From an optimization exercise on the open Yosys and OpenROAD flow, aimed at small area, a short achievable clock period and few clock cycles per item; shortcuts taken in it are not production practice.

==> build 45 <==
// vector_magnitude_offset
module vector_magnitude_offset #(
    parameter int SAMPLE_WIDTH = 16
) (
    input  wire logic        clk,
    input  wire logic        rst_n,
    input  wire logic        pair_valid,
    output logic             pair_ready,
    input  wire logic [15:0] pair_x_value,
    input  wire logic [15:0] pair_y_value,
    input  wire logic        pair_last_in,
    output logic             result_valid,
    input  wire logic        result_ready,
    output logic [15:0]      result_magnitude,
    output logic             result_last_out
);
export LEC_CHECK = 0
export ABC_CLOCK_PERIOD_IN_PS = 3500
export CAP_MARGIN = 20
export CORE_MARGIN = 2
export CORE_UTILIZATION = 40
export GPL_ROUTABILITY_DRIVEN = 0
export PLACE_DENSITY = 0.6
export SETUP_SLACK_MARGIN = 3.5
export SLEW_MARGIN = 20
create_clock -name core_clock -period 7.0 [get_ports {clk}]
run.sh (not shown) runs the stock make flow with config.mk's settings and CLKGATE_MAP_FILE= SYNTH_SCRIPT=/design/flow/synth_recipe.tcl, a recipe that flattens the netlist after the stock synthesis.
==> inputs of trial 30, as changes to build 45 <==
--- a/flow/design.v
+++ b/flow/design.v
@@ -21,14 +21,14 @@
     input  wire logic        result_ready,
     output logic [15:0]      result_magnitude,
     output logic             result_last_out
 );
 logic adv;
 logic [8:0] v;
-logic out_v;
-assign adv = ~out_v | result_ready;
+logic out_v, skid_v, ready_q, valid_q;
+assign adv = ~skid_v;
 always_ff @(posedge clk or negedge rst_n)
     if (!rst_n) v <= '0;
     else if (adv) v <= {v[7:0], pair_valid};
 logic [15:0] xa, xb;
 assign xa = pair_x_value[15] ? 16'(-pair_x_value) : pair_x_value;
 assign xb = pair_y_value[15] ? 16'(-pair_y_value) : pair_y_value;
@@ -1650,21 +1650,22 @@
 assign g2_6 = ~d2_6[7];
 assign g3_6 = ~d3_6[7];
 logic [4:0] r6; logic [3:0] q6;
 assign r6 = g3_6 ? d3_6[4:0] : g2_6 ? d2_6[4:0] : g1_6 ? d1_6[4:0] : sh6[4:0];
 assign q6 = {q7, {g2_6, g3_6 | (g1_6 & ~g2_6)}};
 logic [4:0] p3_r;
-logic [3:0] p3_q;
+logic [3:0] p3_q_n, p3_q;
 logic [23:0] p3_n;
 logic p3_last;
 always_ff @(posedge clk) if (adv) begin
     p3_r <= r6;
-    p3_q <= q6;
+    p3_q_n <= ~q6;
     p3_n <= p2_n[27:0][23:0];
     p3_last <= p2_last;
 end
+assign p3_q = ~p3_q_n;
 logic [8:0] sh5; logic [9:0] d1_5, d2_5, d3_5; logic g1_5, g2_5, g3_5;
 assign sh5 = {p3_r, p3_n[23:20]};
 logic [9:0] e1_5;
 logic [9:0] e1_5_p, e1_5_g;
 assign e1_5_p[0] = sh5[0] ^ 1'b0;
 assign e1_5_g[0] = sh5[0] & 1'b0;
@@ -1927,21 +1928,22 @@
 assign g2_5 = ~d2_5[9];
 assign g3_5 = ~d3_5[9];
 logic [6:0] r5; logic [5:0] q5;
 assign r5 = g3_5 ? d3_5[6:0] : g2_5 ? d2_5[6:0] : g1_5 ? d1_5[6:0] : sh5[6:0];
 assign q5 = {p3_q, {g2_5, g3_5 | (g1_5 & ~g2_5)}};
 logic [6:0] p4_r;
-logic [5:0] p4_q;
+logic [5:0] p4_q_n, p4_q;
 logic [19:0] p4_n;
 logic p4_last;
 always_ff @(posedge clk) if (adv) begin
     p4_r <= r5;
-    p4_q <= q5;
+    p4_q_n <= ~q5;
     p4_n <= p3_n[19:0];
     p4_last <= p3_last;
 end
+assign p4_q = ~p4_q_n;
 logic [10:0] sh4; logic [11:0] d1_4, d2_4, d3_4; logic g1_4, g2_4, g3_4;
 assign sh4 = {p4_r, p4_n[19:16]};
 logic [11:0] e1_4;
 logic [11:0] e1_4_p, e1_4_g;
 assign e1_4_p[0] = sh4[0] ^ 1'b0;
 assign e1_4_g[0] = sh4[0] & 1'b0;
@@ -2271,21 +2273,22 @@
 assign g2_4 = ~d2_4[11];
 assign g3_4 = ~d3_4[11];
 logic [8:0] r4; logic [7:0] q4;
 assign r4 = g3_4 ? d3_4[8:0] : g2_4 ? d2_4[8:0] : g1_4 ? d1_4[8:0] : sh4[8:0];
 assign q4 = {p4_q, {g2_4, g3_4 | (g1_4 & ~g2_4)}};
 logic [8:0] p5_r;
-logic [7:0] p5_q;
+logic [7:0] p5_q_n, p5_q;
 logic [15:0] p5_n;
 logic p5_last;
 always_ff @(posedge clk) if (adv) begin
     p5_r <= r4;
-    p5_q <= q4;
+    p5_q_n <= ~q4;
     p5_n <= p4_n[15:0];
     p5_last <= p4_last;
 end
+assign p5_q = ~p5_q_n;
 logic [12:0] sh3; logic [13:0] d1_3, d2_3, d3_3; logic g1_3, g2_3, g3_3;
 assign sh3 = {p5_r, p5_n[15:12]};
 logic [13:0] e1_3;
 logic [13:0] e1_3_p, e1_3_g;
 assign e1_3_p[0] = sh3[0] ^ 1'b0;
 assign e1_3_g[0] = sh3[0] & 1'b0;
@@ -2682,21 +2685,22 @@
 assign g2_3 = ~d2_3[13];
 assign g3_3 = ~d3_3[13];
 logic [10:0] r3; logic [9:0] q3;
 assign r3 = g3_3 ? d3_3[10:0] : g2_3 ? d2_3[10:0] : g1_3 ? d1_3[10:0] : sh3[10:0];
 assign q3 = {p5_q, {g2_3, g3_3 | (g1_3 & ~g2_3)}};
 logic [10:0] p6_r;
-logic [9:0] p6_q;
+logic [9:0] p6_q_n, p6_q;
 logic [11:0] p6_n;
 logic p6_last;
 always_ff @(posedge clk) if (adv) begin
     p6_r <= r3;
-    p6_q <= q3;
+    p6_q_n <= ~q3;
     p6_n <= p5_n[11:0];
     p6_last <= p5_last;
 end
+assign p6_q = ~p6_q_n;
 logic [14:0] sh2; logic [15:0] d1_2, d2_2, d3_2; logic g1_2, g2_2, g3_2;
 assign sh2 = {p6_r, p6_n[11:8]};
 logic [15:0] e1_2;
 logic [15:0] e1_2_p, e1_2_g;
 assign e1_2_p[0] = sh2[0] ^ 1'b0;
 assign e1_2_g[0] = sh2[0] & 1'b0;
@@ -3178,21 +3182,22 @@
 assign g2_2 = ~d2_2[15];
 assign g3_2 = ~d3_2[15];
 logic [12:0] r2; logic [11:0] q2;
 assign r2 = g3_2 ? d3_2[12:0] : g2_2 ? d2_2[12:0] : g1_2 ? d1_2[12:0] : sh2[12:0];
 assign q2 = {p6_q, {g2_2, g3_2 | (g1_2 & ~g2_2)}};
 logic [12:0] p7_r;
-logic [11:0] p7_q;
+logic [11:0] p7_q_n, p7_q;
 logic [7:0] p7_n;
 logic p7_last;
 always_ff @(posedge clk) if (adv) begin
     p7_r <= r2;
-    p7_q <= q2;
+    p7_q_n <= ~q2;
     p7_n <= p6_n[7:0];
     p7_last <= p6_last;
 end
+assign p7_q = ~p7_q_n;
 logic [16:0] sh1; logic [17:0] d1_1, d2_1, d3_1; logic g1_1, g2_1, g3_1;
 assign sh1 = {p7_r, p7_n[7:4]};
 logic [17:0] e1_1;
 logic [17:0] e1_1_p, e1_1_g;
 assign e1_1_p[0] = sh1[0] ^ 1'b0;
 assign e1_1_g[0] = sh1[0] & 1'b0;
@@ -3723,21 +3728,22 @@
 assign g2_1 = ~d2_1[17];
 assign g3_1 = ~d3_1[17];
 logic [14:0] r1; logic [13:0] q1;
 assign r1 = g3_1 ? d3_1[14:0] : g2_1 ? d2_1[14:0] : g1_1 ? d1_1[14:0] : sh1[14:0];
 assign q1 = {p7_q, {g2_1, g3_1 | (g1_1 & ~g2_1)}};
 logic [14:0] p8_r;
-logic [13:0] p8_q;
+logic [13:0] p8_q_n, p8_q;
 logic [3:0] p8_n;
 logic p8_last;
 always_ff @(posedge clk) if (adv) begin
     p8_r <= r1;
-    p8_q <= q1;
+    p8_q_n <= ~q1;
     p8_n <= p7_n[3:0];
     p8_last <= p7_last;
 end
+assign p8_q = ~p8_q_n;
 logic [18:0] sh0; logic [19:0] d1_0, d2_0, d3_0; logic g1_0, g2_0, g3_0;
 assign sh0 = {p8_r, p8_n[3:0]};
 logic [19:0] e1_0;
 logic [19:0] e1_0_p, e1_0_g;
 assign e1_0_p[0] = sh0[0] ^ 1'b0;
 assign e1_0_g[0] = sh0[0] & 1'b0;
@@ -4333,21 +4339,48 @@
 assign d1_0 = e1_0; assign d2_0 = e2_0; assign d3_0 = e3_0;
 assign g1_0 = ~d1_0[19];
 assign g2_0 = ~d2_0[19];
 assign g3_0 = ~d3_0[19];
 logic [15:0] res_d;
 assign res_d = {p8_q[13:5] + 9'd1, p8_q[4:0], {g2_0, g3_0 | (g1_0 & ~g2_0)}};
-logic [15:0] out_m;
-logic out_l;
+logic [15:0] out_m, skid_m;
+logic out_l, skid_l;
+logic out_v_n, skid_v_n;
+wire in_v = v[8];
+always_comb begin
+    out_v_n  = out_v;
+    skid_v_n = skid_v;
+    if (skid_v) begin
+        if (result_ready) skid_v_n = 1'b0;
+    end else if (in_v) begin
+        if (!out_v || result_ready) out_v_n = 1'b1;
+        else skid_v_n = 1'b1;
+    end else if (result_ready) begin
+        out_v_n = 1'b0;
+    end
+end
 always_ff @(posedge clk or negedge rst_n)
-    if (!rst_n) out_v <= 1'b0;
-    else if (adv) out_v <= v[8];
-always_ff @(posedge clk) if (adv) begin
-    out_m <= res_d;
-    out_l <= p8_last;
+    if (!rst_n) begin
+        out_v   <= 1'b0;
+        skid_v  <= 1'b0;
+        valid_q <= 1'b0;
+        ready_q <= 1'b0;
+    end else begin
+        out_v   <= out_v_n;
+        skid_v  <= skid_v_n;
+        valid_q <= out_v_n;
+        ready_q <= ~skid_v_n;
+    end
+always_ff @(posedge clk) if (!skid_v) begin
+    skid_m <= res_d;
+    skid_l <= p8_last;
+end
+always_ff @(posedge clk) if (result_ready || (!skid_v && !out_v)) begin
+    out_m <= skid_v ? skid_m : res_d;
+    out_l <= skid_v ? skid_l : p8_last;
 end
-assign pair_ready       = adv;
-assign result_valid     = out_v;
+assign pair_ready       = ready_q;
+assign result_valid     = valid_q;
 assign result_magnitude = out_m;
 assign result_last_out  = out_l;
 endmodule
 `default_nettype wire
Settings changed: GPL_ROUTABILITY_DRIVEN 0 to not set.
==> inputs of build 51, as changes to build 45 <==
--- a/flow/design.v
+++ b/flow/design.v
@@ -1650,21 +1650,22 @@
 assign g2_6 = ~d2_6[7];
 assign g3_6 = ~d3_6[7];
 logic [4:0] r6; logic [3:0] q6;
 assign r6 = g3_6 ? d3_6[4:0] : g2_6 ? d2_6[4:0] : g1_6 ? d1_6[4:0] : sh6[4:0];
 assign q6 = {q7, {g2_6, g3_6 | (g1_6 & ~g2_6)}};
 logic [4:0] p3_r;
-logic [3:0] p3_q;
+logic [3:0] p3_q_n, p3_q;
 logic [23:0] p3_n;
 logic p3_last;
 always_ff @(posedge clk) if (adv) begin
     p3_r <= r6;
-    p3_q <= q6;
+    p3_q_n <= ~q6;
     p3_n <= p2_n[27:0][23:0];
     p3_last <= p2_last;
 end
+assign p3_q = ~p3_q_n;
 logic [8:0] sh5; logic [9:0] d1_5, d2_5, d3_5; logic g1_5, g2_5, g3_5;
 assign sh5 = {p3_r, p3_n[23:20]};
 logic [9:0] e1_5;
 logic [9:0] e1_5_p, e1_5_g;
 assign e1_5_p[0] = sh5[0] ^ 1'b0;
 assign e1_5_g[0] = sh5[0] & 1'b0;
@@ -1927,21 +1928,22 @@
 assign g2_5 = ~d2_5[9];
 assign g3_5 = ~d3_5[9];
 logic [6:0] r5; logic [5:0] q5;
 assign r5 = g3_5 ? d3_5[6:0] : g2_5 ? d2_5[6:0] : g1_5 ? d1_5[6:0] : sh5[6:0];
 assign q5 = {p3_q, {g2_5, g3_5 | (g1_5 & ~g2_5)}};
 logic [6:0] p4_r;
-logic [5:0] p4_q;
+logic [5:0] p4_q_n, p4_q;
 logic [19:0] p4_n;
 logic p4_last;
 always_ff @(posedge clk) if (adv) begin
     p4_r <= r5;
-    p4_q <= q5;
+    p4_q_n <= ~q5;
     p4_n <= p3_n[19:0];
     p4_last <= p3_last;
 end
+assign p4_q = ~p4_q_n;
 logic [10:0] sh4; logic [11:0] d1_4, d2_4, d3_4; logic g1_4, g2_4, g3_4;
 assign sh4 = {p4_r, p4_n[19:16]};
 logic [11:0] e1_4;
 logic [11:0] e1_4_p, e1_4_g;
 assign e1_4_p[0] = sh4[0] ^ 1'b0;
 assign e1_4_g[0] = sh4[0] & 1'b0;
@@ -2271,21 +2273,22 @@
 assign g2_4 = ~d2_4[11];
 assign g3_4 = ~d3_4[11];
 logic [8:0] r4; logic [7:0] q4;
 assign r4 = g3_4 ? d3_4[8:0] : g2_4 ? d2_4[8:0] : g1_4 ? d1_4[8:0] : sh4[8:0];
 assign q4 = {p4_q, {g2_4, g3_4 | (g1_4 & ~g2_4)}};
 logic [8:0] p5_r;
-logic [7:0] p5_q;
+logic [7:0] p5_q_n, p5_q;
 logic [15:0] p5_n;
 logic p5_last;
 always_ff @(posedge clk) if (adv) begin
     p5_r <= r4;
-    p5_q <= q4;
+    p5_q_n <= ~q4;
     p5_n <= p4_n[15:0];
     p5_last <= p4_last;
 end
+assign p5_q = ~p5_q_n;
 logic [12:0] sh3; logic [13:0] d1_3, d2_3, d3_3; logic g1_3, g2_3, g3_3;
 assign sh3 = {p5_r, p5_n[15:12]};
 logic [13:0] e1_3;
 logic [13:0] e1_3_p, e1_3_g;
 assign e1_3_p[0] = sh3[0] ^ 1'b0;
 assign e1_3_g[0] = sh3[0] & 1'b0;
@@ -2682,21 +2685,22 @@
 assign g2_3 = ~d2_3[13];
 assign g3_3 = ~d3_3[13];
 logic [10:0] r3; logic [9:0] q3;
 assign r3 = g3_3 ? d3_3[10:0] : g2_3 ? d2_3[10:0] : g1_3 ? d1_3[10:0] : sh3[10:0];
 assign q3 = {p5_q, {g2_3, g3_3 | (g1_3 & ~g2_3)}};
 logic [10:0] p6_r;
-logic [9:0] p6_q;
+logic [9:0] p6_q_n, p6_q;
 logic [11:0] p6_n;
 logic p6_last;
 always_ff @(posedge clk) if (adv) begin
     p6_r <= r3;
-    p6_q <= q3;
+    p6_q_n <= ~q3;
     p6_n <= p5_n[11:0];
     p6_last <= p5_last;
 end
+assign p6_q = ~p6_q_n;
 logic [14:0] sh2; logic [15:0] d1_2, d2_2, d3_2; logic g1_2, g2_2, g3_2;
 assign sh2 = {p6_r, p6_n[11:8]};
 logic [15:0] e1_2;
 logic [15:0] e1_2_p, e1_2_g;
 assign e1_2_p[0] = sh2[0] ^ 1'b0;
 assign e1_2_g[0] = sh2[0] & 1'b0;
@@ -3178,21 +3182,22 @@
 assign g2_2 = ~d2_2[15];
 assign g3_2 = ~d3_2[15];
 logic [12:0] r2; logic [11:0] q2;
 assign r2 = g3_2 ? d3_2[12:0] : g2_2 ? d2_2[12:0] : g1_2 ? d1_2[12:0] : sh2[12:0];
 assign q2 = {p6_q, {g2_2, g3_2 | (g1_2 & ~g2_2)}};
 logic [12:0] p7_r;
-logic [11:0] p7_q;
+logic [11:0] p7_q_n, p7_q;
 logic [7:0] p7_n;
 logic p7_last;
 always_ff @(posedge clk) if (adv) begin
     p7_r <= r2;
-    p7_q <= q2;
+    p7_q_n <= ~q2;
     p7_n <= p6_n[7:0];
     p7_last <= p6_last;
 end
+assign p7_q = ~p7_q_n;
 logic [16:0] sh1; logic [17:0] d1_1, d2_1, d3_1; logic g1_1, g2_1, g3_1;
 assign sh1 = {p7_r, p7_n[7:4]};
 logic [17:0] e1_1;
 logic [17:0] e1_1_p, e1_1_g;
 assign e1_1_p[0] = sh1[0] ^ 1'b0;
 assign e1_1_g[0] = sh1[0] & 1'b0;
@@ -3723,21 +3728,22 @@
 assign g2_1 = ~d2_1[17];
 assign g3_1 = ~d3_1[17];
 logic [14:0] r1; logic [13:0] q1;
 assign r1 = g3_1 ? d3_1[14:0] : g2_1 ? d2_1[14:0] : g1_1 ? d1_1[14:0] : sh1[14:0];
 assign q1 = {p7_q, {g2_1, g3_1 | (g1_1 & ~g2_1)}};
 logic [14:0] p8_r;
-logic [13:0] p8_q;
+logic [13:0] p8_q_n, p8_q;
 logic [3:0] p8_n;
 logic p8_last;
 always_ff @(posedge clk) if (adv) begin
     p8_r <= r1;
-    p8_q <= q1;
+    p8_q_n <= ~q1;
     p8_n <= p7_n[3:0];
     p8_last <= p7_last;
 end
+assign p8_q = ~p8_q_n;
 logic [18:0] sh0; logic [19:0] d1_0, d2_0, d3_0; logic g1_0, g2_0, g3_0;
 assign sh0 = {p8_r, p8_n[3:0]};
 logic [19:0] e1_0;
 logic [19:0] e1_0_p, e1_0_g;
 assign e1_0_p[0] = sh0[0] ^ 1'b0;
 assign e1_0_g[0] = sh0[0] & 1'b0;
Settings changed: GPL_ROUTABILITY_DRIVEN 0 to not set.
==> qor summary <==
                                                              build 45    build 51               trial 30
Run status                                    timing/DRC/antenna clean  timing/DRC/antenna clean  timing/DRC/antenna clean
Clk_buf instances                                                   52          56                     55
Non-clock buffer count in the final layout                          99         110                    111
Logic depth of the worst path, buffers included                      8           3                      8
Final Cycle Share                                                49.4%       51.5%                  49.2%
HPWL Detailed                                                40,700 µm   39,100 µm              39,500 µm
Total CTS buffers                                                   46          47                     45
GPL Wtd Cong                                                         -       0.824                  0.831
Later-pin clock latency in the skew report                     0.59 ns     0.58 ns                0.58 ns
Met3 Resource Use GR                                             2.09%       2.18%                  2.04%
Wire length of the first global-routing pass                 92,000 µm   89,300 µm              90,100 µm
Height of the die                                               271 µm      270 µm                 272 µm
Worst Path Arrival                                             3.78 ns     2.21 ns                3.76 ns
Proportion of cell area occupied by registers                    35.8%       35.9%                  36.7%
Area growth from synthesis to layout                             12.9%       13.2%                  12.5%
Cell with the most instances on the worst path   sky130_fd_sc_hd__fa_1           -  sky130_fd_sc_hd__fa_1
Inverters excl. clock                                              345         303                    311
Setup slack, reg-to-reg                                        3.54 ns     3.59 ns                3.55 ns
Number of flip-flops and latches                                   385         385                    404
Post-synthesis instance area                                28,500 µm²  28,300 µm²             28,800 µm²
No functional check of the RTL was part of any run of this note.

-- afterwards: timing with drivers on the ports --
How much do the figures lean on ideal ports? The routed layouts below were timed once more, with nothing changed but the port constraints. Step 1 (the two cells are an assumption about what drives the block):
set clk [get_ports {clk}]
set_driving_cell -lib_cell sky130_fd_sc_hd__clkbuf_16 $clk
set_driving_cell -lib_cell sky130_fd_sc_hd__buf_2 [delete_from_list [all_inputs] $clk]
Step 2 moves the port delays by t, midway between the first and last clock arrival at a register: inputs arrive t later, outputs are due t later. That takes back most of the time a late clock gives input paths. Slacks: ideal ports / drivers / drivers and shift; pairs: ideal ports / drivers.
run	t (ns)	setup WS [ns]	worst hold slack (ns)	clock arrival spread, ns	worst register clock-pin slew, ns
build 45	0.635	3.540 / 3.540 / 3.109	0.414 / 0.414 / 0.414	0.025 / 0.025	0.06 / 0.06
trial 30	0.626	3.554 / 3.554 / 3.309	0.394 / 0.394 / 0.394	0.032 / 0.032	0.06 / 0.06
build 51	0.633	3.392 / 3.339 / 3.187	0.413 / 0.413 / 0.413	0.016 / 0.016	0.06 / 0.06
After both steps every run listed still meets setup and hold. For build 45, which loses most, drivers alone change the setup slack by 0.000 ns; drivers and shift together by -0.431 ns.
